This design comes from an exercise in tuning for small area on the open sky130 flow, not from production work.
Only simulation tests tie the RTL to the original design; equivalence was not proved.
No driver is modelled on the clock port, so clocking that relies on it looks cheaper here than on a real chip.
Power figures rest on the tool's default switching activity, not on a simulated workload.

`design/flow/config.mk`:
```
export PLATFORM = sky130hd
export DESIGN_NAME = uart_cmd_slave
export DESIGN_NICKNAME = uart_cmd_slave
export VERILOG_FILES = /design/flow/design.v
export SDC_FILE = /design/flow/constraint.sdc
export NUM_CORES = 4
export LEC_CHECK = 0
export CAP_MARGIN = 20
export CORE_MARGIN = 2
export CORE_UTILIZATION = 40
export SLEW_MARGIN = 20
```
`design/flow/constraint.sdc`:
```
create_clock -name core_clock -period 20.0 [get_ports {clk}]
set_input_delay 4.0000 -clock core_clock [delete_from_list [all_inputs] [get_ports {clk}]]
set_output_delay 4.0000 -clock core_clock [all_outputs]
set_load 0.01 [all_outputs]
```
`design/flow/design.v`:
```
package uart_cmd_pkg;
    localparam int CLK_FREQ     = 50_000_000;
    localparam int BAUD_RATE    = 3_125_000;
    localparam int CLKS_PER_BIT = CLK_FREQ / BAUD_RATE;     
    localparam int PAYLOAD_BITS = 8;
    localparam int ADDR_BITS    = 7;
    localparam int MEM_DEPTH    = 1 << ADDR_BITS;
    localparam int CLK_CNT_BITS = $clog2(CLKS_PER_BIT);
    localparam int BIT_CNT_BITS = $clog2(PAYLOAD_BITS);
    typedef logic [PAYLOAD_BITS-1:0] byte_t;
    typedef logic [ADDR_BITS-1:0]    addr_t;
    typedef enum logic {
        OP_READ  = 1'b0,
        OP_WRITE = 1'b1
    } opcode_e;
    typedef enum logic [2:0] {
        RX_IDLE, RX_START, RX_DATA, RX_PARITY, RX_STOP
    } rx_state_e;
    typedef enum logic [2:0] {
        TX_IDLE, TX_START, TX_DATA, TX_PARITY, TX_STOP
    } tx_state_e;
endpackage
`timescale 1ns/1ps
module uart_cmd_slave (
    input  logic clk,
    input  logic rst_n,
    input  logic rx,
    output logic tx
);
    function automatic logic [3:0] step4(input logic [3:0] s);
        step4 = {s[2:0], s[3] ^ s[0] ^ (s[2:0] == 3'b000)};
    endfunction
    function automatic logic [4:0] step5(input logic [4:0] s);
        step5 = {s[3:0], s[4] ^ s[1] ^ (s[3:0] == 4'b0000)};
    endfunction
    localparam logic [3:0] RS_IDLE  = 4'd13;
    localparam logic [3:0] RS_START = 4'd8;
    localparam logic [3:0] RS_STOP  = 4'd14;
    logic [3:0] rs;
    logic [3:0] rclk;
    logic       byte_valid;
    logic [7:0] rx_byte;
    logic       r_tick;
    logic       r_last;
    assign r_tick = rclk == 4'd15;
    assign r_last = rs == 4'd0 && r_tick;      
    always_ff @(posedge clk or negedge rst_n) begin
        if (!rst_n) begin
            rs         <= RS_IDLE;
            rclk       <= '0;
            byte_valid <= 1'b0;
        end else begin
            byte_valid <= 1'b0;
            rclk       <= step4(rclk);
            if (rs == RS_IDLE) begin
                rclk <= 4'd2;
                if (!rx) rs <= RS_START;
            end else if (r_tick) begin
                rs <= (rs == RS_START && rx) ? RS_IDLE : rs - 1'b1;
                if (rs == RS_STOP) byte_valid <= 1'b1;
            end
        end
    end
    always_ff @(posedge clk) begin
        if (!rs[3] && r_tick) rx_byte <= {rx_byte[6:0], rx};
    end
    logic data_pending;
    logic rd_cmd;
    logic wr_cmd;
    always_ff @(posedge clk or negedge rst_n) begin
        if (!rst_n) begin
            data_pending <= 1'b0;
            rd_cmd       <= 1'b0;
            wr_cmd       <= 1'b0;
        end else begin
            rd_cmd <= byte_valid && !data_pending && !rx_byte[7];
            wr_cmd <= byte_valid && data_pending;
            if (byte_valid) data_pending <= !data_pending && rx_byte[7];
        end
    end
    logic [6:0] addr;
    always_ff @(posedge clk) begin
        if (r_last && !data_pending) addr <= {rx_byte[5:0], rx};
    end
    logic [4:0] ph_lo;
    logic [1:0] ph_hi;
    logic       wp;           
    logic       m32, m64, m128;
    logic [1:0] sel32;
    logic       sel64;
    logic [7:0] cap;          
    logic       cap_en;
    assign m32    = ph_lo == addr[4:0];
    assign m64    = m32 && ph_hi[0] == addr[5];
    assign m128   = m64 && ph_hi[1] == addr[6];
    assign sel32  = addr[6:5] - ph_hi;
    assign sel64  = addr[6] ^ ph_hi[1];
    assign cap_en = !wr_cmd && !wp;
    always_ff @(posedge clk) begin
        ph_lo <= step5(ph_lo);
        if (ph_lo == 5'd16) ph_hi <= ph_hi + 1'b1;
    end
    always_ff @(posedge clk) begin
        if (wr_cmd) wp <= 1'b1;
        else if (m128) wp <= 1'b0;
    end
    for (genvar k = 0; k < 8; k++) begin : g_ring
        logic [127:0] ring;
        logic         t;       
        logic         m;       
        logic         c;
        always_ff @(posedge clk) begin
            ring <= {ring[126:0], (wp && m128) ? cap[k] : ring[127]};
        end
        if (k == 7) begin : g_t4
            always_comb begin
                case (sel32)
                    2'd0:    t = ring[127];
                    2'd1:    t = ring[95];
                    2'd2:    t = ring[63];
                    default: t = ring[31];
                endcase
            end
            assign m = m32;
        end else if (k >= 3) begin : g_t2
            assign t = sel64 ? ring[63] : ring[127];
            assign m = m64;
        end else begin : g_t1
            assign t = ring[127];
            assign m = m128;
        end
        always_ff @(posedge clk) begin
            if (byte_valid && data_pending) c <= rx_byte[k];
            else if (cap_en && m) c <= t;
        end
        assign cap[k] = c;
    end
    localparam logic [3:0] TS_IDLE = 4'd12;
    localparam logic [3:0] TS_STOP = 4'd13;
    localparam logic [3:0] TS_PRE  = 4'd8;
    logic [3:0] ts;
    logic [3:0] tclk;
    logic       t_end;
    logic       par;
    assign t_end = tclk == 4'd8;
    always_ff @(posedge clk or negedge rst_n) begin
        if (!rst_n) begin
            ts   <= TS_IDLE;
            tclk <= '0;
            tx   <= 1'b1;
        end else begin
            tclk <= step4(tclk);
            if (rd_cmd && (ts == TS_IDLE || (ts == TS_STOP && t_end))) begin
                ts   <= TS_PRE;
                tclk <= 4'd8;
            end else if (t_end && ts != TS_IDLE) begin
                ts <= ts - 1'b1;
                if (!ts[3])     tx <= cap[ts[2:0]];
                else if (!ts[2]) tx <= 1'b0;           
                else if (ts[1] && ts[0]) tx <= par;
                else            tx <= 1'b1;
            end
        end
    end
    always_ff @(posedge clk) begin
        if (ts[3] && !ts[1]) par <= 1'b0;
        else if (t_end && !ts[3]) par <= par ^ cap[ts[2:0]];
    end
endmodule
```
`design/flow/flow/run.sh`:
```
#!/bin/bash
# Standard layout with three changes: combinational cells start at their
# smallest drive before repair_design (flow/downsize.tcl), the clock tree is
# built from clkbuf_8 buffers in clusters of at most 20 sinks with no dummy loads,
# and non-critical gates are downsized again after global routing.
set -euo pipefail
bash standard.sh finish \
  PRE_RESIZE_TCL=$PWD/flow/downsize.tcl \
  "CTS_ARGS=-sink_clustering_enable -repair_clock_nets -dont_use_dummy_load -buf_list sky130_fd_sc_hd__clkbuf_8 -sink_clustering_size 20 -sink_clustering_max_diameter 60" \
  RECOVER_POWER=100 \
  > make_finish.log 2>&1
```
`design/flow/flow/downsize.tcl`:
```
# Swap every combinational cell for the smallest-area cell of the same
# function (same name stem, other drive strength). repair_design, which runs
# right after this, upsizes again wherever slew or capacitance needs it.
set dont_use_list [split $::env(DONT_USE_CELLS)]
set n_swapped 0
set saved 0.0
foreach inst [get_cells *] {
  set lc [get_lib_cells -of_objects $inst]
  if {$lc == "NULL" || $lc == ""} { continue }
  set name [get_name $lc]
  if {![regexp {^(sky130_fd_sc_hd__([a-z0-9]+))_([0-9]+)$} $name -> stem fn drv]} { continue }
  if {[regexp {^(df|edf|sdf|dl|sdl|conb|tap|fill|decap|clk|lpflow|diode|probe|bleeder)} $fn]} { continue }
  set best $lc
  set best_area [get_property $lc area]
  foreach cand [get_lib_cells ${stem}_*] {
    set cn [get_name $cand]
    if {![regexp "^${stem}_\[0-9\]+\$" $cn]} { continue }
    if {[lsearch -exact $dont_use_list $cn] >= 0} { continue }
    set a [get_property $cand area]
    if {$a < $best_area} {
      set best $cand
      set best_area $a
    }
  }
  if {$best != $lc} {
    set saved [expr {$saved + [get_property $lc area] - $best_area}]
    replace_cell $inst $best
    incr n_swapped
  }
}
puts "downsize: swapped $n_swapped cells, [format %.1f $saved] um2 less"
```
`design/flow/standard.sh`:
```
#!/bin/bash
# synth_recipe.tcl (not shown) runs the flow's synth.tcl, then flattens the netlist and writes it again
# the make line also repeats each setting of config.mk as NAME=value (left out here)
make -C /OpenROAD-flow-scripts/flow DESIGN_CONFIG=/design/flow/config.mk WORK_HOME=/design/flow/orfs CLKGATE_MAP_FILE= SYNTH_SCRIPT=/design/flow/synth_recipe.tcl "${@:-finish}"
```
==> flow_summary.yaml, run 1 <==
clock_network:
  cts_buffers: 66
  htree_levels: 3
  cts_tree: "yes"
  clock_latency_ns: 0.62
  cts_setup_buffers: 0
  cts-root-buf: "clkbuf_8"
  ctsHoldBuffers: 0
  ctsResizeCount: 0
  clkTransAtPathRegs_ns: 0.11
  clkSinkCount: 1077
  clockBufferDepth: 3
logic_synthesis:
  synth_top_area_share_pct: 89.9
  synth_top_flop_cell: "dfxtp_1"
  syn_area_per_cell_um2: 18.8
  synth_edf_count: 25
  seq_area_frac_synth_pct: 95.5
  synthTopCellsByArea: "dfxtp_1 (90%), edfxtp_1 (3.3%), dfrtp_1 (1.6%)"
  yosysMostFrequentCell: "dfxtp_1"
  synth_nets: 1233
  netlist_area_um2: 23000
  synth_top_cell_by_area: "dfxtp_1"
  ys_types: 41
  synthCells: 1221
  ys_ff_latch: 1077
  async_reset_ff_share_pct: 1.95
  synth_warnings: 1
  synth_top_cells_by_count: "dfxtp_1 (1031), edfxtp_1 (25), nor2_1 (19)"
die:
  num_io_pins: 4
  die_w_um: 244
  core.rowCount: 87
  core_um2: 56600
  die_h_um: 244
  dieArea_um2: 59300
  initial_utilization_pct: 40.5
setup_path:
  path_cells: "dlygate4sd3_1"
  crit_family: "buffers and inverters"
  cpMaxStageDelayCell: "dlygate4sd3_1"
  path_class: "reg2out"
  startpoint_type: "register"
  required_ns: 16.00
  arrival_ns: 1.76
  startpoint: "tx$_DFFE_PN1P_"
  end_kind: "output pin"
  cp_max_fo: 2
  path_buf_inv: 1
  reg2reg_from: "ph_hi[1]$_DFFE_PN_"
  max_stage_delay_ns: 0.60
sta:
  hold_ws_ns: 0.268
  slew_headroom_pct: 25.7
  skew_ns: 0.0587
  timing.final.crit_share_pct: 28.8
  rsz0062_at_grt: "no"
  worst-slew-pin-transition_ns: 1.11
  slew_violations: 0
  period_minus_slack_ns: 5.76
  hold_violations: 0
  setup_viol: 0
  finalSetupTns_ns: 0
  max_freq_ghz: 0.174
cells_and_area:
  drive_above_1_share_pct: 6.60
  layout.nets: 1301
  final.fill_count: 4888
  area_growth_syn_to_layout_pct: 8.04
  seqCellArea_um2: 21900
  multiInputGateArea_um2: 947
  num_antenna_cells: 0
route:
  routed_wl_mm: 22.7
  drtIter0Drc: 396
  drt-pass1-iter-count: 4
  drc: 0
  wl_per_cell_um: 11.1
  ant_nets: 0
  vias: 7813
  vias_per_cell: 3.82
global_route:
  grt_pass1_vias: 7876
  grt_usage_pct: 8.09
  antenna_found_initial: 0
  overflow: 0
  grt_max_degree: 22
  grt_pass1_wl_mm: 39.0
flow_run:
  maxCapViolCount: 0
worst_hold_path:
  hold_path_startpoint: "g_ring[6].ring[24]$_DFF_P_"
  hold_path.class: "reg2reg"
outcome:
  status: "finished clean"
place:
  gp_congestion: 0.745
  io_buffers: 3
  dpl.hpwl_mm: 11.5
pwr:
  powerDensity_nw_per_um2: 124
  power_leakage_uw: 0.00973
  irDropWorstVdd_mv: 0.0649
[final timing paths]
path,end,slack [ns],depth (start not counted)
worst max-delay path,tx,14.24,1
worst min-delay path,g_ring[6].ring[25]$_DFF_P_,0.27,0
min in group asynchronous,ts[1]$_DFFE_PN0P_,3.96,1
max in group asynchronous,rclk[0]$_DFF_PN0_,15.45,1
worst max register to register,g_ring[0].ring[0]$_DFF_P_,17.33,4
worst min register to register,g_ring[6].ring[25]$_DFF_P_,0.27,0
[sequential cells by signal, summed over array words and instances, names as in the netlist]
register	flops
ts	4
g_ring.ring	1024
wr_cmd	1
rd_cmd	1
ph_lo	5
rclk	4
rs	4
wp	1
addr	7
par	1
tclk	4
ph_hi	2
g_ring.c	8
tx	1
byte_valid	1
data_pending	1
rx_byte	8
[layout make-up]
class | instances | area share [%]
Sequential cell | 1077 | 88.4
Timing Repair Buffer | 4 | 0.136
Clock buffer | 66 | 3.66
Inverter | 10 | 0.151
Multi-Input combinational cell | 130 | 3.82
Tap cell | 756 | 3.81
[cells in the final DEF (no fill, tap or decap), types with 10 or more instances in the layout]
cell type	instances
inv_1	10
nor2_1	19
mux2_2	11
edfxtp_1	25
dfrtp_1	15
nand3_1	12
dfxtp_1	1031
clkbuf_8	66
[report_power, final]
part / internal [µW] / leakage (µW) / switching (µW)
registers: 2170 / 0.00879 / 11.5
logic: 13.8 / 0.000467 / 18.4
clock network: 300 / 0.000475 / 560
total: 2480 / 0.00973 / 590
[metrics by stage]
stage	instance area, µm²	total power, µW	setup slack (ns)	instances	util, %
final	24800	3070	14.24	2043	43.8
after global routing	24800	3200	14.14	2043	43.8
after CTS	24800	3120	14.23	2043	43.8
after detailed placement	23900	2260	14.79	1977	42.2
after global placement	23900	2260	14.88	1977	42.3
after floorplan	23000	2250	15.47	1221	-
[routing by layer]
layer  up-vias  global-route usage (%)  part of all wire (%)
met5         -                       0                     0
met4         0                    3.75                   3.7
met3        71                    2.92                   5.1
met2       106                    10.1                    36
met1      3718                    12.2                    55
li1       3918                       -                     -
[kinds of logic after synthesis]
family,synth area share (%)
multiplexers,1.15
buffers and inverters,0.229
AO/OA/AOI/OAI,0.562
XOR/XNOR,0.578
adder cells (fa/ha/maj),0.491
flip-flops,95.5
AND/OR/NAND/NOR,1.47
==> inputs of run 2 (changes only) <==
--- a/design/flow/design.v
+++ b/design/flow/design.v
@@ -33,33 +33,32 @@
     function automatic logic [4:0] step5(input logic [4:0] s);
         step5 = {s[3:0], s[4] ^ s[1] ^ (s[3:0] == 4'b0000)};
     endfunction
-    localparam logic [3:0] RS_IDLE  = 4'd13;
+    localparam logic [3:0] RS_IDLE  = 4'd12;
     localparam logic [3:0] RS_START = 4'd8;
-    localparam logic [3:0] RS_STOP  = 4'd14;
     logic [3:0] rs;
     logic [3:0] rclk;
+    logic       r_idle;
     logic       byte_valid;
     logic [7:0] rx_byte;
     logic       r_tick;
     logic       r_last;
-    assign r_tick = rclk == 4'd15;
-    assign r_last = rs == 4'd0 && r_tick;      
+    assign r_tick     = rclk == 4'd15;
+    assign r_last     = rs == 4'd0 && r_tick;      
+    assign r_idle     = rs[3:1] == 3'b110;         
+    assign byte_valid = rs == 4'd13;
     always_ff @(posedge clk or negedge rst_n) begin
         if (!rst_n) begin
-            rs         <= RS_IDLE;
-            rclk       <= '0;
-            byte_valid <= 1'b0;
+            rs <= RS_IDLE;
         end else begin
-            byte_valid <= 1'b0;
-            rclk       <= step4(rclk);
-            if (rs == RS_IDLE) begin
-                rclk <= 4'd2;
-                if (!rx) rs <= RS_START;
+            if (r_idle) begin
+                rs <= rx ? RS_IDLE : RS_START;
             end else if (r_tick) begin
                 rs <= (rs == RS_START && rx) ? RS_IDLE : rs - 1'b1;
-                if (rs == RS_STOP) byte_valid <= 1'b1;
             end
         end
+    end
+    always_ff @(posedge clk) begin
+        rclk <= r_idle ? 4'd2 : step4(rclk);
     end
     always_ff @(posedge clk) begin
         if (!rs[3] && r_tick) rx_byte <= {rx_byte[6:0], rx};
@@ -143,16 +142,18 @@
     logic       t_end;
     logic       par;
     assign t_end = tclk == 4'd8;
+    logic accept;
+    assign accept = rd_cmd && (ts == TS_IDLE || (ts == TS_STOP && t_end));
+    always_ff @(posedge clk) begin
+        tclk <= accept ? 4'd8 : step4(tclk);
+    end
     always_ff @(posedge clk or negedge rst_n) begin
         if (!rst_n) begin
             ts   <= TS_IDLE;
-            tclk <= '0;
             tx   <= 1'b1;
         end else begin
-            tclk <= step4(tclk);
-            if (rd_cmd && (ts == TS_IDLE || (ts == TS_STOP && t_end))) begin
+            if (accept) begin
                 ts   <= TS_PRE;
-                tclk <= 4'd8;
             end else if (t_end && ts != TS_IDLE) begin
                 ts <= ts - 1'b1;
                 if (!ts[3])     tx <= cap[ts[2:0]];
==> design/flow/flow/run.sh (replaced) <==
#!/bin/bash
# Standard layout with two changes: combinational cells start at their
# smallest drive before repair_design (flow/downsize.tcl), the clock tree is
# built from clkbuf_8 buffers in clusters of at most 20 sinks with no dummy loads.
set -euo pipefail
bash standard.sh finish \
  PRE_RESIZE_TCL=$PWD/flow/downsize.tcl \
  "CTS_ARGS=-sink_clustering_enable -repair_clock_nets -dont_use_dummy_load -buf_list sky130_fd_sc_hd__clkbuf_8 -sink_clustering_size 20 -sink_clustering_max_diameter 60" \
  > make_finish.log 2>&1
==> flow_summary.yaml, run 2 <==
global_route:
  grt_max_degree: 21
  antenna_found_initial: 1
  grt_usage_pct: 7.80
  grt_pass1_wl_mm: 37.9
  overflow: 0
  grt_pass1_vias: 7586
pwr:
  p_clk_share_pct: 27.3
  p_int_uw: 2450
  powerDensity_nw_per_um2: 123
  irDropWorstVdd_mv: 0.0702
  totalPowerFinal_uw: 3040
  swShare_pct: 19.3
  power_leakage_uw: 0.00963
  p_switching_uw: 586
  p_seq_share_pct: 71.6
  combPwrFrac_pct: 1.1
logic_synthesis:
  ys_types: 42
  netlist_area_um2: 22900
  synth_top_cell_by_area: "dfxtp_1"
  synth_top_area_share_pct: 90.9
  synth_top_flop_cell: "dfxtp_1"
  synth_edf_count: 25
  synthTopCellsByArea: "dfxtp_1 (91%), edfxtp_1 (3.3%), dfrtp_1 (0.77%)"
  synthCells: 1223
  synth_warnings: 1
  async_reset_ff_share_pct: 1.12
  yosysMostFrequentCell: "dfxtp_1"
  synth_nets: 1233
  seq_area_frac_synth_pct: 95.6
  syn_area_per_cell_um2: 18.7
  synth_top_cells_by_count: "dfxtp_1 (1039), edfxtp_1 (25), nand2_1 (17)"
  ys_ff_latch: 1076
place:
  pre_cts_ws_ns: 14.68
  dp.cells: 1979
  dpl.hpwl_mm: 11.1
  io_buffers: 3
  gp_congestion: 0.714
sta:
  rsz0062_at_grt: "no"
  worst-slew-pin-transition_ns: 0.874
  setup_viol: 0
  slew_violations: 0
  max_freq_ghz: 0.173
  timing.final.crit_share_pct: 28.9
  period_minus_slack_ns: 5.78
  skew_ns: 0.0718
  slew_headroom_pct: 40.9
  hold_violations: 0
  finalSetupTns_ns: 0
  layout_setup_ws_ns: 14.22
setup_path:
  cp_max_fo: 2
  path_buf_inv: 1
  required_ns: 16.00
  max_stage_delay_ns: 0.59
  crit_family: "buffers and inverters"
  startpoint_type: "register"
  path_cells: "clkdlybuf4s50_1"
  end_kind: "output pin"
  arrival_ns: 1.78
  cpMaxStageDelayCell: "clkdlybuf4s50_1"
  path_class: "reg2out"
clock_network:
  clkSinkCount: 1076
  clockBufferDepth: 3
  clock_latency_ns: 0.67
  cts-root-buf: "clkbuf_8"
  cts_buffers: 61
  cts_setup_buffers: 0
  htree_levels: 2
  ctsResizeCount: 0
  clkTransAtPathRegs_ns: 0.11
  cts_tree: "yes"
  ctsHoldBuffers: 0
worst_hold_path:
  hold_path.class: "reg2reg"
cells_and_area:
  stdcell_count: 2041
  final_common_cell: "dfxtp_1"
  seqCellArea_um2: 21900
  multiInputGateArea_um2: 938
  drive_above_1_share_pct: 6.15
  area_growth_syn_to_layout_pct: 7.78
  layout_common_cells: "dfxtp_1 (1039), clkbuf_8 (61), edfxtp_1 (25)"
  largest_register_ffs: 1024
  layout.nets: 1296
  regMostFlops: "g_ring.ring"
  final.fill_count: 4890
  reg.largest.list: "g_ring.ring (1024), g_ring.c (8), rx_byte (8)"
die:
  core_um2: 56500
  initial_utilization_pct: 40.5
  core.rowCount: 87
  dieArea_um2: 59100
  die_h_um: 243
  num_io_pins: 4
  die_w_um: 243
route:
  vias: 7696
  vias_per_cell: 3.77
  wl_per_cell_um: 10.9
  drc: 0
  ant_nets: 0
  drt-pass1-iter-count: 4
  drtIter0Drc: 332
  routed_wl_mm: 22.2
flow_run:
  maxCapViolCount: 0
outcome:
  status: "finished clean"
[run 2: final timing paths]
check	from	end	slack, ns	cells after the start
worst max-delay path	tx$_DFFE_PN1P_	tx	14.22	1
worst min-delay path	g_ring[3].ring[34]$_DFF_P_	g_ring[3].ring[35]$_DFF_P_	0.27	0
worst max register to register	ph_hi[1]$_DFFE_PN_	g_ring[7].c$_DFFE_PP_	17.57	4
worst min register to register	g_ring[3].ring[34]$_DFF_P_	g_ring[3].ring[35]$_DFF_P_	0.27	0
max in group asynchronous	rst_n	ts[1]$_DFFE_PN0P_	15.85	1
min in group asynchronous	rst_n	rs[0]$_DFFE_PN0P_	3.72	1
[run 2: layout make-up]
type | instances | share of cell area (%)
Sequential cell | 1076 | 88.7
Tap cell | 756 | 3.84
Multi-Input combinational cell | 134 | 3.81
Clock buffer | 61 | 3.41
Inverter | 10 | 0.152
Timing Repair Buffer | 3 | 0.122
Antenna cell | 1 | 0.0102
[run 2: layer usage]
metal	vias to the layer above	GRT usage (%)	part of all wire, %
met5	-	0	0
met2	95	9.62	34
met4	0	4.11	4.0
met3	75	2.36	5.4
met1	3620	11.9	56
li1	3906	-	-
[run 2: metrics by stage]
step	util, %	instance area, µm²	hold slack (ns)
after global routing	43.6	24600	0.230
final	43.6	24700	0.270
after global placement	42.2	23800	0.310
after floorplan	-	22900	0.310
after detailed placement	42.1	23800	0.312
after CTS	43.6	24600	0.240
[run 2: power by group through the flow]
stage	sequential [µW]	clock (µW)	combinational, µW
after detailed placement	2230	0	33.4
final	2180	828	33.9
after global routing	2180	950	38.1
after global placement	2220	0	31.2
after CTS	2180	873	33.8
after floorplan	2220	0	28.3
[run 2: cell families (layout without fill, tap and decap cells)]
family                   Yosys count  in the layout  synth area share [%]
adder cells (fa/ha/maj)            7              7                 0.383
other                              0              1                     0
AND/OR/NAND/NOR                   66             66                  1.54
buffers and inverters             13             74                 0.213
multiplexers                      18             18                 0.963
XOR/XNOR                          14             14                 0.618
flip-flops                      1076           1076                  95.6
AO/OA/AOI/OAI                     29             29                 0.717
==> inputs of run 3 (changes only) <==
==> design/flow/flow/run.sh (replaced) <==
#!/bin/bash
# Standard layout with three changes: combinational cells start at their
# smallest drive before repair_design (flow/downsize.tcl), the clock tree is
# built from clkbuf_8 buffers in clusters of at most 20 sinks with no dummy loads,
# and non-critical gates are downsized again after global routing.
set -euo pipefail
bash standard.sh finish \
  PRE_RESIZE_TCL=$PWD/flow/downsize.tcl \
  "CTS_ARGS=-sink_clustering_enable -repair_clock_nets -dont_use_dummy_load -buf_list sky130_fd_sc_hd__clkbuf_8 -sink_clustering_size 20 -sink_clustering_max_diameter 60" \
  RECOVER_POWER=100 \
  > make_finish.log 2>&1
==> flow_summary.yaml, run 3 <==
clock_network:
  clock_latency_ns: 0.67
  clkTransAtPathRegs_ns: 0.11
  clkSinkCount: 1076
  cts_buffers: 61
  cts-root-buf: "clkbuf_8"
  htree_levels: 2
  ctsResizeCount: 0
  clockBufferDepth: 3
  cts_tree: "yes"
  cts_setup_buffers: 0
  ctsHoldBuffers: 0
setup_path:
  path_buf_inv: 1
  r2r_slack_ns: 17.30
  path_class: "reg2out"
  startpoint_type: "register"
  max_stage_delay_ns: 0.66
  crit_family: "buffers and inverters"
  required_ns: 16.00
  end_kind: "output pin"
  path_cells: "dlygate4sd3_1"
  arrival_ns: 1.85
  cp_max_fo: 2
  cpMaxStageDelayCell: "dlygate4sd3_1"
cells_and_area:
  final_common_cell: "dfxtp_1"
  layout.nets: 1296
  fin_area_um2: 24600
  final.fill_count: 4893
  drive_above_1_share_pct: 5.84
  largest_register_ffs: 1024
  layout_common_cells: "dfxtp_1 (1039), clkbuf_8 (61), edfxtp_1 (25)"
  area_growth_syn_to_layout_pct: 7.73
  stdcell_count: 2041
  regMostFlops: "g_ring.ring"
  reg.largest.list: "g_ring.ring (1024), g_ring.c (8), rx_byte (8)"
logic_synthesis:
  seq_area_frac_synth_pct: 95.6
  syn_area_per_cell_um2: 18.7
  async_reset_ff_share_pct: 1.12
  synth_top_area_share_pct: 90.9
  synthCells: 1223
  ys_ff_latch: 1076
  synth_top_flop_cell: "dfxtp_1"
  netlist_area_um2: 22900
  synth_warnings: 1
  synthTopCellsByArea: "dfxtp_1 (91%), edfxtp_1 (3.3%), dfrtp_1 (0.77%)"
  synth_top_cell_by_area: "dfxtp_1"
  synth_edf_count: 25
  synth_top_cells_by_count: "dfxtp_1 (1039), edfxtp_1 (25), nand2_1 (17)"
  ys_types: 42
  yosysMostFrequentCell: "dfxtp_1"
  synth_nets: 1233
outcome:
  status: "finished clean"
sta:
  layout_setup_ws_ns: 14.15
  finalSetupTns_ns: 0
  worst-slew-pin-transition_ns: 1.27
  slew_violations: 0
  max_freq_ghz: 0.171
  rsz0062_at_grt: "no"
  slew_headroom_pct: 14.3
  timing.final.crit_share_pct: 29.3
  setup_viol: 0
  hold_violations: 0
  skew_ns: 0.0718
  period_minus_slack_ns: 5.85
route:
  vias_per_cell: 3.78
  drt-pass1-iter-count: 4
  routed_wl_mm: 22.1
  ant_nets: 0
  wl_per_cell_um: 10.9
  drc: 0
  drtIter0Drc: 343
  vias: 7706
global_route:
  grt_pass1_wl_mm: 37.9
  overflow: 0
  grt_usage_pct: 7.80
  grt_pass1_vias: 7586
  antenna_found_initial: 1
  grt_max_degree: 21
pwr:
  combPwrFrac_pct: 1.1
  totalPowerFinal_uw: 3040
  swShare_pct: 19.3
  irDropWorstVdd_mv: 0.0702
  power_leakage_uw: 0.00962
  powerDensity_nw_per_um2: 123
  p_clk_share_pct: 27.2
  p_seq_share_pct: 71.7
  p_switching_uw: 585
  p_int_uw: 2450
die:
  die_w_um: 243
  core_um2: 56500
  core.rowCount: 87
  num_io_pins: 4
  die_h_um: 243
  dieArea_um2: 59100
  initial_utilization_pct: 40.5
place:
  gp_congestion: 0.714
  pre_cts_ws_ns: 14.68
  placed_cell_area_um2: 23800
  dp.cells: 1979
  dpl.hpwl_mm: 11.1
  io_buffers: 3
worst_hold_path:
  hold_path.class: "reg2reg"
flow_run:
  maxCapViolCount: 0
[run 3: cell count changes in the layout (fill, tap and decap cells not counted), sizes merged]
| cell | previous run | this run |
|---|---|---|
| clkdlybuf4s50 | 3 | 0 |
| dlygate4sd3 | 0 | 3 |
[run 3: cell families (layout without fill, tap and decap cells)]
kind of cell	count (synthesis)	in the layout	synth area share, %
compound gates	29	29	0.717
xor+xnor	14	14	0.618
fa+ha+maj	7	7	0.383
buf+inv	13	74	0.213
flops	1076	1076	95.6
mux	18	18	0.963
other cells	0	1	0
simple gates	66	66	1.54
[run 3: worst register-to-register path, delay by kind of cell, from the launching register on]
family        cells  cell delay [ns]
xor+xnor          1             0.69
flops             1             0.44
mux               1             0.43
simple gates      2             1.05
[run 3: cell type report]
cell class / instances / area [µm²] / share of cell area (%)
Inverter: 10 / 37.5 / 0.152
Antenna cell: 1 / 2.50 / 0.0102
Tap cell: 756 / 946 / 3.84
Timing Repair Buffer: 3 / 30.0 / 0.122
Sequential cell: 1076 / 21900 / 88.7
Multi-Input combinational cell: 134 / 927 / 3.76
Clock buffer: 61 / 840 / 3.41
[run 3: power by group through the flow]
| stage | Clock (µW) | Sequential, µW | Combinational, µW |
|---|---|---|---|
| 6_report | 827 | 2180 | 33.1 |
| 5_1_grt | 950 | 2180 | 37.5 |
| 4_1_cts | 873 | 2180 | 33.8 |
| 3_5_place_dp | 0 | 2230 | 33.4 |
| 3_3_place_gp | 0 | 2220 | 31.2 |
| 2_1_floorplan | 0 | 2220 | 28.3 |
[run 3: path summary, 6_finish.rpt]
path                                                    to  depth (start not counted)                  startpoint
max in group asynchronous                ts[1]$_DFFE_PN0P_                          1                       rst_n
worst min register to register  g_ring[3].ring[35]$_DFF_P_                          0  g_ring[3].ring[34]$_DFF_P_
worst max-delay path                                    tx                          1              tx$_DFFE_PN1P_
min in group asynchronous                rs[0]$_DFFE_PN0P_                          1                       rst_n
worst max register to register   g_ring[2].ring[0]$_DFF_P_                          4          ph_hi[1]$_DFFE_PN_
worst min-delay path            g_ring[3].ring[35]$_DFF_P_                          0  g_ring[3].ring[34]$_DFF_P_
[run 3: layer usage]
metal  part of all wire (%)  GRT usage, %  vias up
li1                       -             -     3908
met1                     57          11.9     3623
met2                     34          9.62      100
met3                    5.0          2.36       75
met4                    4.0          4.11        0
met5                      0             0        -
[run 3: per-stage QoR]
stage	utilization, %	hold WS, ns
after floorplan	-	0.310
after global placement	42.2	0.310
after detailed placement	42.1	0.312
after CTS	43.6	0.240
after global routing	43.6	0.230
final	43.6	0.270
==> inputs of run 4 (changes only) <==
==> design/flow/flow/run.sh (replaced) <==
#!/bin/bash
# Standard layout with two changes: combinational cells start at their
# smallest drive before repair_design (flow/downsize.tcl), the clock tree is
# built from clkbuf_8 buffers in clusters of at most 20 sinks with no dummy loads.
set -euo pipefail
bash standard.sh finish \
  PRE_RESIZE_TCL=$PWD/flow/downsize.tcl \
  "CTS_ARGS=-sink_clustering_enable -repair_clock_nets -dont_use_dummy_load -buf_list sky130_fd_sc_hd__clkbuf_8 -sink_clustering_size 20 -sink_clustering_max_diameter 60" \
  > make_finish.log 2>&1
==> design/flow/flow/downsize.tcl (replaced) <==
# Swap every combinational cell for the smallest-area cell of the same
# function: another drive strength of the same cell, or the smallest plain
# buffer for any buffer or delay cell (the port buffers). It runs before
# repair_design, which upsizes again wherever slew or capacitance needs it,
# and before clock tree synthesis, so no clock buffer exists yet.
set dont_use_list [split $::env(DONT_USE_CELLS)]
set n_swapped 0
set saved 0.0
set buf1 [get_lib_cells sky130_fd_sc_hd__buf_1]
foreach inst [get_cells *] {
  set lc [get_lib_cells -of_objects $inst]
  if {$lc == "NULL" || $lc == ""} { continue }
  set name [get_name $lc]
  if {![regexp {^(sky130_fd_sc_hd__([a-z0-9]+))_([0-9]+)$} $name -> stem fn drv]} { continue }
  set best $lc
  set best_area [get_property $lc area]
  if {[regexp {^(buf|clkbuf|clkdlybuf4s[0-9]+|dlygate4sd[0-9]|dlymetal6s[0-9]s)$} $fn]} {
    set cands [list $buf1]
  } elseif {[regexp {^(df|edf|sdf|dl|sdl|conb|tap|fill|decap|clk|lpflow|diode|probe|bleeder)} $fn]} {
    continue
  } else {
    set cands [get_lib_cells ${stem}_*]
  }
  foreach cand $cands {
    set cn [get_name $cand]
    if {$cand != $buf1 && ![regexp "^${stem}_\[0-9\]+\$" $cn]} { continue }
    if {[lsearch -exact $dont_use_list $cn] >= 0} { continue }
    set a [get_property $cand area]
    if {$a < $best_area} {
      set best $cand
      set best_area $a
    }
  }
  if {$best != $lc} {
    set saved [expr {$saved + [get_property $lc area] - $best_area}]
    replace_cell $inst $best
    incr n_swapped
  }
}
puts "downsize: swapped $n_swapped cells, [format %.1f $saved] um2 less"
--- a/design/flow/config.mk
+++ b/design/flow/config.mk
@@ -7,5 +7,5 @@
 export LEC_CHECK = 0
 export CAP_MARGIN = 20
 export CORE_MARGIN = 2
-export CORE_UTILIZATION = 40
+export CORE_UTILIZATION = 65
 export SLEW_MARGIN = 20
==> flow_summary.yaml, run 4 <==
place:
  gp_congestion: 0.742
  dpl.hpwl_mm: 10.8
  pre_cts_ws_ns: 15.11
  io_buffers: 3
worst_hold_path:
  hold_path.class: "reg2reg"
clock_network:
  cts_setup_buffers: 0
  ctsHoldBuffers: 0
  cts_tree: "yes"
  clkTransAtPathRegs_ns: 0.11
  clkSinkCount: 1076
  cts-root-buf: "clkbuf_8"
  clockBufferDepth: 3
  ctsResizeCount: 0
  htree_levels: 2
  clock_latency_ns: 0.65
  cts_buffers: 60
setup_path:
  path_cells: "buf_1"
  cp_max_fo: 2
  startpoint_type: "register"
  arrival_ns: 1.31
  end_kind: "output pin"
  crit_family: "flip-flops"
  max_stage_delay_ns: 0.53
  path_buf_inv: 1
  required_ns: 16.00
  path_class: "reg2out"
  cpMaxStageDelayCell: "dfstp_2"
sta:
  timing.final.crit_share_pct: 26.6
  period_minus_slack_ns: 5.31
  slew_violations: 0
  rsz0062_at_grt: "no"
  skew_ns: 0.0242
  hold_violations: 0
  finalSetupTns_ns: 0
  layout_setup_ws_ns: 14.69
  setup_viol: 0
  worst-slew-pin-transition_ns: 0.906
  max_freq_ghz: 0.188
  slew_headroom_pct: 38.7
global_route:
  grt_pass1_vias: 7340
  grt_usage_pct: 12.6
  antenna_found_initial: 0
  grt_max_degree: 21
  grt_pass1_wl_mm: 36.5
  overflow: 0
die:
  num_io_pins: 4
  core.rowCount: 68
  die_h_um: 192
  dieArea_um2: 36700
  die_w_um: 192
  core_um2: 34600
  initial_utilization_pct: 66.1
route:
  vias: 7528
  drc: 0
  routed_wl_mm: 21.8
  vias_per_cell: 4.33
  ant_nets: 0
  drt-pass1-iter-count: 4
  drtIter0Drc: 235
  wl_per_cell_um: 12.6
logic_synthesis:
  synth_nets: 1233
  synthTopCellsByArea: "dfxtp_1 (91%), edfxtp_1 (3.3%), dfrtp_1 (0.77%)"
  ys_ff_latch: 1076
  synth_edf_count: 25
  netlist_area_um2: 22900
  yosysMostFrequentCell: "dfxtp_1"
  synthCells: 1223
  async_reset_ff_share_pct: 1.12
  synth_top_cells_by_count: "dfxtp_1 (1039), edfxtp_1 (25), nand2_1 (17)"
  synth_top_area_share_pct: 90.9
  syn_area_per_cell_um2: 18.7
  synth_top_cell_by_area: "dfxtp_1"
  synth_top_flop_cell: "dfxtp_1"
  synth_warnings: 1
  ys_types: 42
  seq_area_frac_synth_pct: 95.6
cells_and_area:
  largest_register_ffs: 1024
  final_common_cell: "dfxtp_1"
  layout.nets: 1296
  regMostFlops: "g_ring.ring"
  layout_common_cells: "dfxtp_1 (1039), clkbuf_8 (60), edfxtp_1 (25)"
  num_antenna_cells: 0
  drive_above_1_share_pct: 6.00
  reg.largest.list: "g_ring.ring (1024), g_ring.c (8), rx_byte (8)"
  area_growth_syn_to_layout_pct: 5.97
pwr:
  powerDensity_nw_per_um2: 125
  irDropWorstVdd_mv: 0.0871
  power_leakage_uw: 0.00961
flow_run:
  maxCapViolCount: 0
outcome:
  status: "finished clean"
run 4: cell counts after synthesis:
Identical to the previous run, type by type.
run 4: final cells by class:
cell class | instances | area, µm²
Inverter | 10 | 37.5
Tap cell | 455 | 569
Sequential cell | 1076 | 21900
Fill cell | 2268 | 10400
Clock buffer | 60 | 826
Multi-Input combinational cell | 134 | 932
Timing Repair Buffer | 4 | 15.0
run 4: per-layer routing:
metal  GRT usage [%]  up-vias  part of all wire [%]
met5               0        -                     0
met2            15.5       84                    35
met1            20.2     3483                    58
met4            5.44        0                   2.9
li1                -     3909                     -
met3            3.93       52                   4.5
run 4: logic make-up (layout without fill, tap and decap cells):
family	after synthesis	count (layout)	share of synthesized area (%)
xor gates and xnor gates	14	14	0.618
and+or+nand+nor	66	66	1.54
AOI/OAI and AO/OA	29	29	0.717
DFF	1076	1076	95.6
buffers and inverters	13	74	0.213
muxes	18	18	0.963
adders and majority gates	7	7	0.383
run 4: power breakdown:
part | internal, µW | switching (µW)
Sequential | 2160 | 12.9
Combinational | 15.0 | 17.3
Clock | 270 | 554
run 4: stage by stage:
step / hold WS, ns / instances / total power, µW / area, µm² / util [%]
3_3_place_gp: 0.310 / 1679 / 2260 / 23500 / 67.8
5_1_grt: 0.311 / 1739 / 3150 / 24200 / 70.0
4_1_cts: 0.309 / 1739 / 3070 / 24200 / 70.0
2_1_floorplan: 0.310 / 1223 / 2250 / 22900 / -
3_5_place_dp: 0.312 / 1679 / 2260 / 23400 / 67.6
6_report: 0.306 / 1739 / 3030 / 24200 / 70.0
run 4: path summary, 6_finish.rpt:
check	from	to	slack, ns	cells past startpoint
max in group asynchronous	rst_n	ts[1]$_DFFE_PN0P_	16.21	1
worst max-delay path	tx$_DFFE_PN1P_	tx	14.69	1
min in group asynchronous	rst_n	rs[1]$_DFFE_PN0P_	3.34	1
worst max register to register	ph_hi[1]$_DFFE_PN_	g_ring[7].c$_DFFE_PP_	17.56	4
worst min-delay path	g_ring[0].ring[4]$_DFF_P_	g_ring[0].ring[5]$_DFF_P_	0.31	0
worst min register to register	g_ring[0].ring[4]$_DFF_P_	g_ring[0].ring[5]$_DFF_P_	0.31	0
==> inputs of run 5 (changes only) <==
--- a/design/flow/config.mk
+++ b/design/flow/config.mk
@@ -7,5 +7,5 @@
 export LEC_CHECK = 0
 export CAP_MARGIN = 20
 export CORE_MARGIN = 2
-export CORE_UTILIZATION = 65
+export CORE_UTILIZATION = 40
 export SLEW_MARGIN = 20
==> flow_summary.yaml, run 5 <==
outcome:
  status: "finished clean"
clock_network:
  htree_levels: 2
  cts_buffers: 61
  clockBufferDepth: 3
  ctsResizeCount: 0
  cts-root-buf: "clkbuf_8"
  clkTransAtPathRegs_ns: 0.11
  clkSinkCount: 1076
  ctsHoldBuffers: 0
  clock_latency_ns: 0.67
  cts_tree: "yes"
  cts_setup_buffers: 0
worst_hold_path:
  hold_path.class: "reg2reg"
  hold_path_startpoint: "g_ring[3].ring[34]$_DFF_P_"
  min_to: "g_ring[3].ring[35]$_DFF_P_"
  whs_path_depth: 0
global_route:
  overflow: 0
  grt_pass1_vias: 7580
  grt_pass1_wl_mm: 37.8
  grt_usage_pct: 7.80
  antenna_found_initial: 1
  grt_max_degree: 21
place:
  dp.cells: 1979
  placed_cell_area_um2: 23800
  dpl.hpwl_mm: 11.0
  gp_congestion: 0.714
  io_buffers: 3
logic_synthesis:
  ys_types: 42
  synth_warnings: 1
  ys_ff_latch: 1076
  async_reset_ff_share_pct: 1.12
  seq_area_frac_synth_pct: 95.6
  netlist_area_um2: 22900
  synth_top_cells_by_count: "dfxtp_1 (1039), edfxtp_1 (25), nand2_1 (17)"
  synthTopCellsByArea: "dfxtp_1 (91%), edfxtp_1 (3.3%), dfrtp_1 (0.77%)"
  synth_edf_count: 25
  synth_top_area_share_pct: 90.9
  synth_nets: 1233
  synth_top_flop_cell: "dfxtp_1"
  synth_top_cell_by_area: "dfxtp_1"
  synthCells: 1223
  syn_area_per_cell_um2: 18.7
  yosysMostFrequentCell: "dfxtp_1"
setup_path:
  path_cells: "buf_1"
  path_class: "reg2out"
  reg2reg_depth: 4
  end_kind: "output pin"
  max_stage_delay_ns: 0.54
  cpMaxStageDelayCell: "dfstp_2"
  arrival_ns: 1.45
  reg2reg_from: "ph_hi[1]$_DFFE_PN_"
  required_ns: 16.00
  r2r_slack_ns: 17.54
  startpoint_type: "register"
  path_buf_inv: 1
  crit_family: "flip-flops"
  reg2reg_to: "g_ring[7].c$_DFFE_PP_"
  cp_max_fo: 2
die:
  die_w_um: 243
  die_h_um: 243
  core_um2: 56500
  num_io_pins: 4
  core.rowCount: 87
  dieArea_um2: 59100
  initial_utilization_pct: 40.5
pwr:
  power_leakage_uw: 0.00962
  p_switching_uw: 582
  p_int_uw: 2450
  irDropWorstVdd_mv: 0.0801
  totalPowerFinal_uw: 3030
  p_clk_share_pct: 27.2
  powerDensity_nw_per_um2: 123
  combPwrFrac_pct: 1.1
  p_seq_share_pct: 71.7
  swShare_pct: 19.2
sta:
  finalSetupTns_ns: 0
  rsz0062_at_grt: "no"
  skew_ns: 0.112
  setup_viol: 0
  slew_violations: 0
  timing.final.crit_share_pct: 27.2
  hold_violations: 0
  slew_headroom_pct: 41.5
  max_freq_ghz: 0.184
  period_minus_slack_ns: 5.45
  worst-slew-pin-transition_ns: 0.865
route:
  wl_per_cell_um: 10.8
  drtIter0Drc: 347
  vias_per_cell: 3.75
  drt-pass1-iter-count: 4
  drc: 0
  wl_met3_mm: 1.15
  wl_met1_mm: 12.5
  vias: 7661
  routed.top_layer: "met4"
  routed_wl_mm: 22.0
  ant_nets: 0
  wl_met2_mm: 7.63
cells_and_area:
  drive_above_1_share_pct: 6.15
  final_common_cell: "dfxtp_1"
  stdcell_count: 2041
  layout.nets: 1296
  regMostFlops: "g_ring.ring"
  area_growth_syn_to_layout_pct: 7.70
  final.fill_count: 4874
  largest_register_ffs: 1024
  utilization_pct: 43.6
  fin_area_um2: 24600
  reg.largest.list: "g_ring.ring (1024), g_ring.c (8), rx_byte (8)"
  layout_common_cells: "dfxtp_1 (1039), clkbuf_8 (61), edfxtp_1 (25)"
flow_run:
  maxCapViolCount: 0
==> run 5: cell counts after synthesis <==
No cell type changed its count.
==> run 5: through the flow <==
stage | worst slack, ns | hold slack [ns]
finish | 14.55 | 0.226
floorplan | 15.36 | 0.310
detailed placement | 15.11 | 0.312
global route | 14.41 | 0.201
CTS | 14.46 | 0.204
global placement | 14.71 | 0.310
==> run 5: worst max-delay path by stage <==
| stage | from | to | slack (ns) | cells past startpoint |
|---|---|---|---|---|
| final | tx$_DFFE_PN1P_ | tx | 14.55 | 1 |
| after global routing | tx$_DFFE_PN1P_ | tx | 14.41 | 1 |
| after CTS | tx$_DFFE_PN1P_ | tx | 14.46 | 1 |
| after detailed placement | rx | rs[0]$_DFFE_PN0P_ | 15.11 | 5 |
| after global placement | rx | rs[0]$_DFFE_PN0P_ | 14.71 | 5 |
| after floorplan | rx | rs[0]$_DFFE_PN0P_ | 15.36 | 4 |
==> run 5: logic make-up after synthesis <==
group                    after synthesis  share of synthesized area (%)
AND/OR/NAND/NOR                       66                           1.54
buffers and inverters                 13                          0.213
multiplexers                          18                          0.963
XOR/XNOR                              14                          0.618
AO/OA/AOI/OAI                         29                          0.717
adder cells (fa/ha/maj)                7                          0.383
flip-flops                          1076                           95.6
==> run 5: area by class of cell <==
class / instances / area [µm²] / area share (%)
repair buffers: 3 / 11.3 / 0.0457
clock buffers: 61 / 840 / 3.41
flip-flops and latches: 1076 / 21900 / 88.7
diodes: 1 / 2.50 / 0.0102
inverters: 10 / 37.5 / 0.152
well taps: 756 / 946 / 3.84
multi-input cells: 134 / 938 / 3.81
==> run 5: power by group through the flow <==
stage	clock network, µW	logic [µW]	registers, µW
after detailed placement	0	32.9	2230
after CTS	870	33.1	2180
after floorplan	0	28.3	2220
after global routing	950	38.7	2180
after global placement	0	31.2	2220
final	825	33.1	2180
==> run 5: layer usage <==
layer	up-vias	GRT usage, %
li1	3905	-
met1	3580	11.9
met2	122	9.67
met3	54	2.49
met4	0	3.83
met5	-	0
==> inputs of run 6 (changes only) <==
==> design/flow/flow/run.sh (replaced) <==
#!/bin/bash
# Standard layout (the standard.sh) with these changes:
# - before repair_design, combinational cells and port buffers start at their
#   smallest drive (flow/downsize.tcl); repair_design upsizes where needed;
# - the clock tree is built from clkbuf_8 buffers in clusters of at most 20
#   sinks, with no dummy loads;
# - after clock tree synthesis each clock buffer is resized to the smallest
#   clkbuf that keeps the slew it drives under a target (flow/clk_resize.tcl).
# make's full output goes to make_finish.log; each step's log is under orfs/logs.
set -euo pipefail
bash standard.sh finish \
  PRE_RESIZE_TCL=$PWD/flow/downsize.tcl \
  POST_CTS_TCL=$PWD/flow/clk_resize.tcl \
  "CTS_ARGS=-sink_clustering_enable -repair_clock_nets -dont_use_dummy_load -buf_list sky130_fd_sc_hd__clkbuf_8 -sink_clustering_size 20 -sink_clustering_max_diameter 60" \
  > make_finish.log 2>&1
==> design/flow/flow/clk_resize.tcl (new file) <==
# Resize each clock tree buffer to the smallest clkbuf whose output slew at
# every pin it drives stays under the target, leaves first, then the rest.
# slews are in ns: leaf buffers (driving flip-flops) and buffers driving buffers
set leaf_target 0.118
set tree_target 0.200
set sizes {1 2 4 8 16}
estimate_parasitics -placement
proc clkbufs {} {
  set out {}
  foreach inst [get_cells *] {
    set lc [get_lib_cells -of_objects $inst]
    if {$lc == "NULL" || $lc == ""} { continue }
    if {[regexp {^sky130_fd_sc_hd__clkbuf_[0-9]+$} [get_name $lc]]} { lappend out $inst }
  }
  return $out
}
proc load_slew {inst} {
  set worst 0.0
  set opin [get_pins -of_objects $inst -filter "direction == output"]
  set net [get_nets -of_objects $opin]
  foreach p [get_pins -of_objects $net -filter "direction == input"] {
    set s [get_property $p slew_max]
    if {$s > $worst} { set worst $s }
  }
  return $worst
}
proc is_leaf {inst} {
  set opin [get_pins -of_objects $inst -filter "direction == output"]
  set net [get_nets -of_objects $opin]
  foreach p [get_pins -of_objects $net -filter "direction == input"] {
    set m [get_name [get_lib_cells -of_objects [get_cells -of_objects $p]]]
    if {[regexp {clkbuf} $m]} { return 0 }
  }
  return 1
}
set before 0.0
foreach inst [clkbufs] { set before [expr {$before + [get_property [get_lib_cells -of_objects $inst] area]}] }
set hist {}
foreach inst [clkbufs] {
  if {[is_leaf $inst]} { lappend hist [format %.0f [expr {[load_slew $inst]*1000}]] }
}
puts "clk_resize: leaf slews before: [lsort -integer $hist]"
foreach pass {1 2} {
  set leaves {}
  set others {}
  foreach inst [clkbufs] {
    if {[is_leaf $inst]} { lappend leaves $inst } else { lappend others $inst }
  }
  foreach inst [concat $leaves $others] {
    set target [expr {[lsearch -exact $leaves $inst] >= 0 ? $leaf_target : $tree_target}]
    set chosen ""
    foreach s $sizes {
      set lc [get_lib_cells sky130_fd_sc_hd__clkbuf_$s]
      replace_cell $inst $lc
      if {[load_slew $inst] <= $target} { set chosen $lc; break }
    }
    if {$chosen == ""} { replace_cell $inst [get_lib_cells sky130_fd_sc_hd__clkbuf_16] }
  }
}
set after 0.0
set worst 0.0
foreach inst [clkbufs] {
  set after [expr {$after + [get_property [get_lib_cells -of_objects $inst] area]}]
  if {[is_leaf $inst]} {
    set w [load_slew $inst]
    if {$w > $worst} { set worst $w }
  }
}
puts "clk_resize: clock buffer area [format %.1f $before] -> [format %.1f $after], worst flip-flop clock slew [format %.1f [expr {$worst * 1000}]] ps"
--- a/design/flow/config.mk
+++ b/design/flow/config.mk
@@ -7,5 +7,5 @@
 export LEC_CHECK = 0
 export CAP_MARGIN = 20
 export CORE_MARGIN = 2
-export CORE_UTILIZATION = 40
+export CORE_UTILIZATION = 80
 export SLEW_MARGIN = 20
==> flow_summary.yaml, run 6 <==
logic_synthesis:
  synth_fa_ha_area_share_pct: 0.383
  ys_ff_latch: 1076
  synth_edf_count: 25
  synth-xor-area-share_pct: 0.618
  syn_area_per_cell_um2: 18.7
  netlist_area_um2: 22900
  synth_top_family_by_area: "simple AND/OR/NAND/NOR gates"
  synth_compound_area_share_pct: 0.717
  synthTopCellsByArea: "dfxtp_1 (91%), edfxtp_1 (3.3%), dfrtp_1 (0.77%)"
  synth_top_cells_by_count: "dfxtp_1 (1039), edfxtp_1 (25), nand2_1 (17)"
  seq_area_frac_synth_pct: 95.6
  muxShareOfSynthArea_pct: 0.963
  synthCells: 1223
  synth_top_area_share_pct: 90.9
  synth_top_cell_by_area: "dfxtp_1"
  yosysMostFrequentCell: "dfxtp_1"
  synth-simple-area-share_pct: 1.54
  async_reset_ff_share_pct: 1.12
  synth_warnings: 1
  ys_types: 42
  synth_top_flop_cell: "dfxtp_1"
  synth_nets: 1233
die:
  initial_utilization_pct: 81.9
  die_h_um: 173
  core.rowCount: 61
  num_io_pins: 4
  die_w_um: 173
place:
  dpl.hpwl_mm: 19.9
  io_buffers: 3
  gp_congestion: 0.808
outcome:
  error: "[ERROR DPL-0033] detailed placement checks failed during check placement."
  status: "did not finish"
  lastStage: "detailed placement"
-- run 6: cell counts after synthesis --
No cell type changed its count.
-- run 6: worst max-delay path by stage --
stage	start	to	slack (ns)	depth (start not counted)
after floorplan	rx	rs[0]$_DFFE_PN0P_	15.36	4
after global placement	rx	rs[0]$_DFFE_PN0P_	14.80	5
-- run 6: per-stage QoR --
step / cell area (µm²) / total power, µW / hold WS, ns / setup WS, ns / cells
floorplan: 22900 / 2250 / 0.310 / 15.36 / 1223
global placement: 23400 / 2260 / 0.310 / 14.80 / 1602
-- run 6: power by group through the flow --
| stage | clock network [µW] | registers (µW) | logic, µW |
|---|---|---|---|
| global placement | 0 | 2220 | 31.3 |
| floorplan | 0 | 2220 | 28.3 |
-- run 6: kinds of logic after synthesis --
kind of cell	Yosys count
mux	18
buf+inv	13
flops	1076
xor+xnor	14
fa+ha+maj	7
compound gates	29
simple gates	66
==> inputs of run 7 (changes only) <==
--- a/design/flow/config.mk
+++ b/design/flow/config.mk
@@ -7,5 +7,5 @@
 export LEC_CHECK = 0
 export CAP_MARGIN = 20
 export CORE_MARGIN = 2
-export CORE_UTILIZATION = 80
+export CORE_UTILIZATION = 65
 export SLEW_MARGIN = 20
==> flow_summary.yaml, run 7 <==
outcome:
  status: "finished clean"
route:
  drc: 0
  wl_per_cell_um: 12.5
  vias_per_cell: 4.33
  drt-pass1-iter-count: 4
  drtIter0Drc: 239
  routed_wl_mm: 21.8
  vias: 7535
  ant_nets: 0
logic_synthesis:
  synth_top_cell_by_area: "dfxtp_1"
  synth_edf_count: 25
  synth_compound_area_share_pct: 0.717
  yosysMostFrequentCell: "dfxtp_1"
  ys_types: 42
  syn_area_per_cell_um2: 18.7
  synth-simple-area-share_pct: 1.54
  synth_fa_ha_area_share_pct: 0.383
  synth_warnings: 1
  synth_top_family_by_area: "simple AND/OR/NAND/NOR gates"
  synth-xor-area-share_pct: 0.618
  synthCells: 1223
  ys_ff_latch: 1076
  synth_top_area_share_pct: 90.9
  synth_top_cells_by_count: "dfxtp_1 (1039), edfxtp_1 (25), nand2_1 (17)"
  muxShareOfSynthArea_pct: 0.963
  netlist_area_um2: 22900
  synthTopCellsByArea: "dfxtp_1 (91%), edfxtp_1 (3.3%), dfrtp_1 (0.77%)"
  async_reset_ff_share_pct: 1.12
  synth_top_flop_cell: "dfxtp_1"
  synth_nets: 1233
  seq_area_frac_synth_pct: 95.6
sta:
  period_minus_slack_ns: 5.87
  setup_viol: 0
  hold_ws_ns: 0.302
  max_freq_ghz: 0.170
  skew_ns: 0.0381
  worst-slew-pin-transition_ns: 0.896
  rsz0062_at_grt: "no"
  slew_headroom_pct: 39.4
  slew_violations: 0
  timing.final.crit_share_pct: 29.4
  finalSetupTns_ns: 0
  hold_violations: 0
setup_path:
  path_cells: "buf_1"
  crit_family: "flip-flops"
  path_class: "reg2out"
  arrival_ns: 1.87
  cpMaxStageDelayCell: "dfstp_2"
  cp_max_fo: 2
  max_stage_delay_ns: 0.53
  startpoint_type: "register"
  required_ns: 16.00
  reg2reg_from: "ph_hi[1]$_DFFE_PN_"
  path_buf_inv: 1
  startpoint: "tx$_DFFE_PN1P_"
  end_kind: "output pin"
clock_network:
  clock_latency_ns: 1.25
  clkSinkCount: 1076
  cts_tree: "yes"
  clkTransAtPathRegs_ns: 0.11
place:
  dpl.hpwl_mm: 10.8
  io_buffers: 3
  gp_congestion: 0.742
die:
  core_um2: 34600
  initial_utilization_pct: 66.1
  die_w_um: 192
  core.rowCount: 68
  num_io_pins: 4
  die_h_um: 192
  dieArea_um2: 36700
pwr:
  irDropWorstVdd_mv: 0.0865
  powerDensity_nw_per_um2: 124
  power_leakage_uw: 0.00959
cells_and_area:
  layout_common_cells: "dfxtp_1 (1039), clkbuf_8 (55), edfxtp_1 (25)"
  largest_register_ffs: 1024
  regMostFlops: "g_ring.ring"
  reg.largest.list: "g_ring.ring (1024), g_ring.c (8), rx_byte (8)"
  layout.nets: 1296
  final_common_cell: "dfxtp_1"
  seqCellArea_um2: 21900
  final.fill_count: 2270
  drive_above_1_share_pct: 5.92
  multiInputGateArea_um2: 932
  area_growth_syn_to_layout_pct: 5.85
global_route:
  grt_usage_pct: 12.6
  grt_pass1_wl_mm: 36.5
  antenna_found_initial: 1
  grt_max_degree: 21
  grt_pass1_vias: 7354
  overflow: 0
worst_hold_path:
  hold_path.class: "reg2reg"
  hold_path_startpoint: "g_ring[4].ring[70]$_DFF_P_"
flow_run:
  maxCapViolCount: 0
[run 7: kinds of logic (layout without fill, tap and decap cells)]
group,after synthesis,count (layout)
buffers and inverters,13,74
multiplexers,18,18
other,0,3
flip-flops,1076,1076
AND/OR/NAND/NOR,66,66
XOR/XNOR,14,14
AO/OA/AOI/OAI,29,29
adder cells (fa/ha/maj),7,7
[run 7: path summary, 6_finish.rpt]
path                       slack (ns)                         end  cells past startpoint
setup / recovery                14.13                          tx                      1
hold / removal                   0.30  g_ring[4].ring[71]$_DFF_P_                      0
setup reg to reg                17.56       g_ring[7].c$_DFFE_PP_                      4
hold reg to reg                  0.30  g_ring[4].ring[71]$_DFF_P_                      0
max in group asynchronous       16.77           ts[1]$_DFFE_PN0P_                      1
min in group asynchronous        2.78           rs[1]$_DFFE_PN0P_                      1
[run 7: through the flow]
step	worst slack, ns	area, µm²	total power [µW]	util [%]	std cells
2_1_floorplan	15.36	22900	2250	-	1223
3_3_place_gp	14.79	23500	2260	67.8	1679
3_5_place_dp	15.11	23400	2260	67.6	1679
5_1_grt	13.91	24200	3130	69.9	1741
6_report	14.13	24200	3010	69.9	1742
[run 7: power by group]
group          total, µW  switching [µW]  leakage [µW]  internal (µW)
logic               32.3            17.3      0.000455           15.0
registers           2180            12.7       0.00872           2160
clock network        806             552      0.000415            253
total               3010             582       0.00959           2430
[run 7: cell type report]
type | count | area share, %
clock buffers | 60 | 3.27
flip-flops and latches | 1076 | 90.3
inverters | 10 | 0.155
diodes | 3 | 0.0310
repair buffers | 4 | 0.0620
well taps | 455 | 2.35
multi-input cells | 134 | 3.85
[run 7: metal layers]
layer | vias up | routed length, µm | GRT usage (%)
met5 | - | 0 | 0
met4 | 0 | 680 | 5.71
met3 | 55 | 870 | 3.80
met2 | 79 | 7680 | 15.5
met1 | 3493 | 12600 | 20.2
li1 | 3908 | - | -
==> inputs of run 8 (changes only) <==
--- a/design/flow/design.v
+++ b/design/flow/design.v
@@ -64,15 +64,14 @@
         if (!rs[3] && r_tick) rx_byte <= {rx_byte[6:0], rx};
     end
     logic data_pending;
-    logic rd_cmd;
+    logic rd_byte;        
     logic wr_cmd;
+    assign rd_byte = byte_valid && !data_pending && !rx_byte[7];
     always_ff @(posedge clk or negedge rst_n) begin
         if (!rst_n) begin
             data_pending <= 1'b0;
-            rd_cmd       <= 1'b0;
             wr_cmd       <= 1'b0;
         end else begin
-            rd_cmd <= byte_valid && !data_pending && !rx_byte[7];
             wr_cmd <= byte_valid && data_pending;
             if (byte_valid) data_pending <= !data_pending && rx_byte[7];
         end
@@ -141,11 +140,12 @@
     logic [3:0] tclk;
     logic       t_end;
     logic       par;
-    assign t_end = tclk == 4'd8;
-    logic accept;
-    assign accept = rd_cmd && (ts == TS_IDLE || (ts == TS_STOP && t_end));
+    logic       accept;
+    assign t_end  = tclk == 4'd8;
+    assign accept = rd_byte && (ts == TS_IDLE ||
+                                (ts == TS_STOP && (t_end || tclk == 4'd4)));
     always_ff @(posedge clk) begin
-        tclk <= accept ? 4'd8 : step4(tclk);
+        tclk <= accept ? 4'd4 : step4(tclk);
     end
     always_ff @(posedge clk or negedge rst_n) begin
         if (!rst_n) begin
==> flow_summary.yaml, run 8 <==
setup_path:
  arrival_ns: 1.82
  required_ns: 16.00
  end_kind: "output pin"
  path_cells: "buf_1"
  max_stage_delay_ns: 0.55
  path_buf_inv: 1
  path_class: "reg2out"
  cp_max_fo: 2
  r2r_slack_ns: 17.51
  cpMaxStageDelayCell: "dfstp_2"
  startpoint_type: "register"
  crit_family: "flip-flops"
logic_synthesis:
  synth_top_cells_by_count: "dfxtp_1 (1039), edfxtp_1 (25), nand2_1 (17), nor2_1 (17), inv_1 (11)"
  yosysMostFrequentCell: "dfxtp_1"
  ys_types: 40
  synth_top_cell_by_area: "dfxtp_1"
  synthCells: 1221
  seq_area_frac_synth_pct: 95.6
  syn_area_per_cell_um2: 18.7
  synth_top_area_share_pct: 91.1
  synth_edf_count: 25
  ys_ff_latch: 1075
  synth_nets: 1231
  synth_top_flop_cell: "dfxtp_1"
  synth_warnings: 1
  async_reset_ff_share_pct: 1.02
  netlist_area_um2: 22800
  synthTopCellsByArea: "dfxtp_1 (91%), edfxtp_1 (3.3%), dfrtp_1 (0.66%)"
route:
  drc: 0
  ant_nets: 0
  routed_wl_mm: 22.2
  vias: 7578
  vias_per_cell: 4.36
  drtIter0Drc: 272
  wl_per_cell_um: 12.8
  drt-pass1-iter-count: 4
cells_and_area:
  largest_register_ffs: 1024
  final_common_cell: "dfxtp_1"
  layout.nets: 1293
  stdcell_count: 1737
  layout_common_cells: "dfxtp_1 (1039), clkbuf_8 (54), edfxtp_1 (25)"
  drive_above_1_share_pct: 6.01
  reg.largest.list: "g_ring.ring (1024), g_ring.c (8), rx_byte (8)"
  regMostFlops: "g_ring.ring"
  area_growth_syn_to_layout_pct: 5.82
die:
  dieArea_um2: 36600
  die_w_um: 191
  num_io_pins: 4
  die_h_um: 191
  core_um2: 34500
  initial_utilization_pct: 66.1
  core.rowCount: 68
sta:
  period_minus_slack_ns: 5.82
  slew_headroom_pct: 38.2
  slew_violations: 0
  rsz0062_at_grt: "no"
  hold_violations: 0
  timing.final.crit_share_pct: 29.1
  finalSetupTns_ns: 0
  hold_ws_ns: 0.287
  skew_ns: 0.0597
  worst-slew-pin-transition_ns: 0.921
  setup_viol: 0
  layout_setup_ws_ns: 14.18
  max_freq_ghz: 0.172
flow_run:
  maxCapViolCount: 0
worst_hold_path:
  hold_path.class: "reg2reg"
pwr:
  irDropWorstVdd_mv: 0.0862
  combPwrFrac_pct: 0
  p_switching_uw: 547
  p_clk_share_pct: 27.1
  p_int_uw: 2400
  totalPowerFinal_uw: 2940
  powerDensity_nw_per_um2: 122
  power_leakage_uw: 0.00965
  swShare_pct: 18.6
  p_seq_share_pct: 72.9
global_route:
  grt_pass1_vias: 7623
  overflow: 0
  grt_usage_pct: 13.0
  grt_max_degree: 21
  antenna_found_initial: 1
  grt_pass1_wl_mm: 38.0
place:
  pre_cts_ws_ns: 15.17
  dpl.hpwl_mm: 11.4
  dp.cells: 1676
  io_buffers: 3
  gp_congestion: 0.749
clock_network:
  cts_tree: "yes"
  clock_latency_ns: 1.16
  clkTransAtPathRegs_ns: 0.11
  clkSinkCount: 1075
outcome:
  status: "finished clean"
run 8: final cells by class:
class	count	area (µm²)
Timing Repair Buffer	3	11.3
Inverter	11	41.3
Tap cell	455	569
Fill cell	2309	10400
Multi-Input combinational cell	132	928
Sequential cell	1075	21800
Clock buffer	60	782
Antenna cell	1	2.50
run 8: per-stage QoR:
step / instance area (µm²) / util, %
6_report: 24200 / 70.0
5_1_grt: 24200 / 70.0
3_5_place_dp: 23400 / 67.7
3_3_place_gp: 23400 / 67.8
2_1_floorplan: 22800 / -
run 8: final timing paths:
path                                       startpoint                    endpoint  cells past startpoint
min reg2reg                g_ring[5].ring[72]$_DFF_P_  g_ring[5].ring[73]$_DFF_P_                      0
min in group asynchronous                       rst_n           rs[1]$_DFFE_PN0P_                      1
max                                    tx$_DFFE_PN1P_                          tx                      1
min                        g_ring[5].ring[72]$_DFF_P_  g_ring[5].ring[73]$_DFF_P_                      0
max in group asynchronous                       rst_n              tx$_DFFE_PN1P_                      1
max reg2reg                        ph_hi[1]$_DFFE_PN_   g_ring[3].ring[0]$_DFF_P_                      4
run 8: logic make-up (layout without fill, tap and decap cells):
logic type                 count (synthesis)  in the layout  synth area share, %
and+or+nand+nor                           69             69                 1.52
adders and majority gates                  7              7                0.384
AOI/OAI and AO/OA                         22             22                0.586
xor gates and xnor gates                  14             14                0.619
other                                      0              1                    0
DFF                                     1075           1075                 95.6
muxes                                     20             20                 1.05
buffers and inverters                     14             74                0.236
run 8: routing by layer:
layer	up-vias	track usage [%]	routed length, µm
li1	3901	-	-
met3	44	3.29	1010
met1	3545	20.9	12500
met4	0	5.80	620
met5	-	0	0
met2	88	16.6	8000
run 8: power groups by stage:
stage / logic (µW) / registers (µW) / clock network [µW]
3_5_place_dp: 0.644 / 2200 / 0
2_1_floorplan: 0.000520 / 2200 / 0
5_1_grt: 0.725 / 2150 / 910
6_report: 0.604 / 2150 / 797
3_3_place_gp: 0.896 / 2200 / 0

==> static timing again, ports no longer ideal <==
Ports are ideal in the flow. The routed layouts listed here were re-timed in OpenROAD.
Step 1 assumes that a clkbuf_16 drives the clock port and a buf_2 every other input.
Step 2 moves the port delays by t, midway between the first and last clock arrival at a register: inputs arrive t later, outputs are due t later. That takes back most of the time a late clock gives input paths.
Three values: ideal ports, drivers, drivers and shift; two values: the first two.
run | t, ns | slack for setup (ns) | worst setup path at the end
run 1 | 0.652 | 14.239 / 14.189 / 14.725 | input to register
run 2 | 0.684 | 14.218 / 14.167 / 14.638 | input to register
run 3 | 0.683 | 14.149 / 14.099 / 14.540 | input to register
run 4 | 0.698 | 14.688 / 14.640 / 15.096 | input to register
run 5 | 0.667 | 14.554 / 14.504 / 15.166 | input to register
run 7 | 1.267 | 14.129 / 14.081 / 15.088 | input to register
run 8 | 1.175 | 14.180 / 14.132 / 15.176 | input to register
After both steps setup and hold are still met in every run listed.
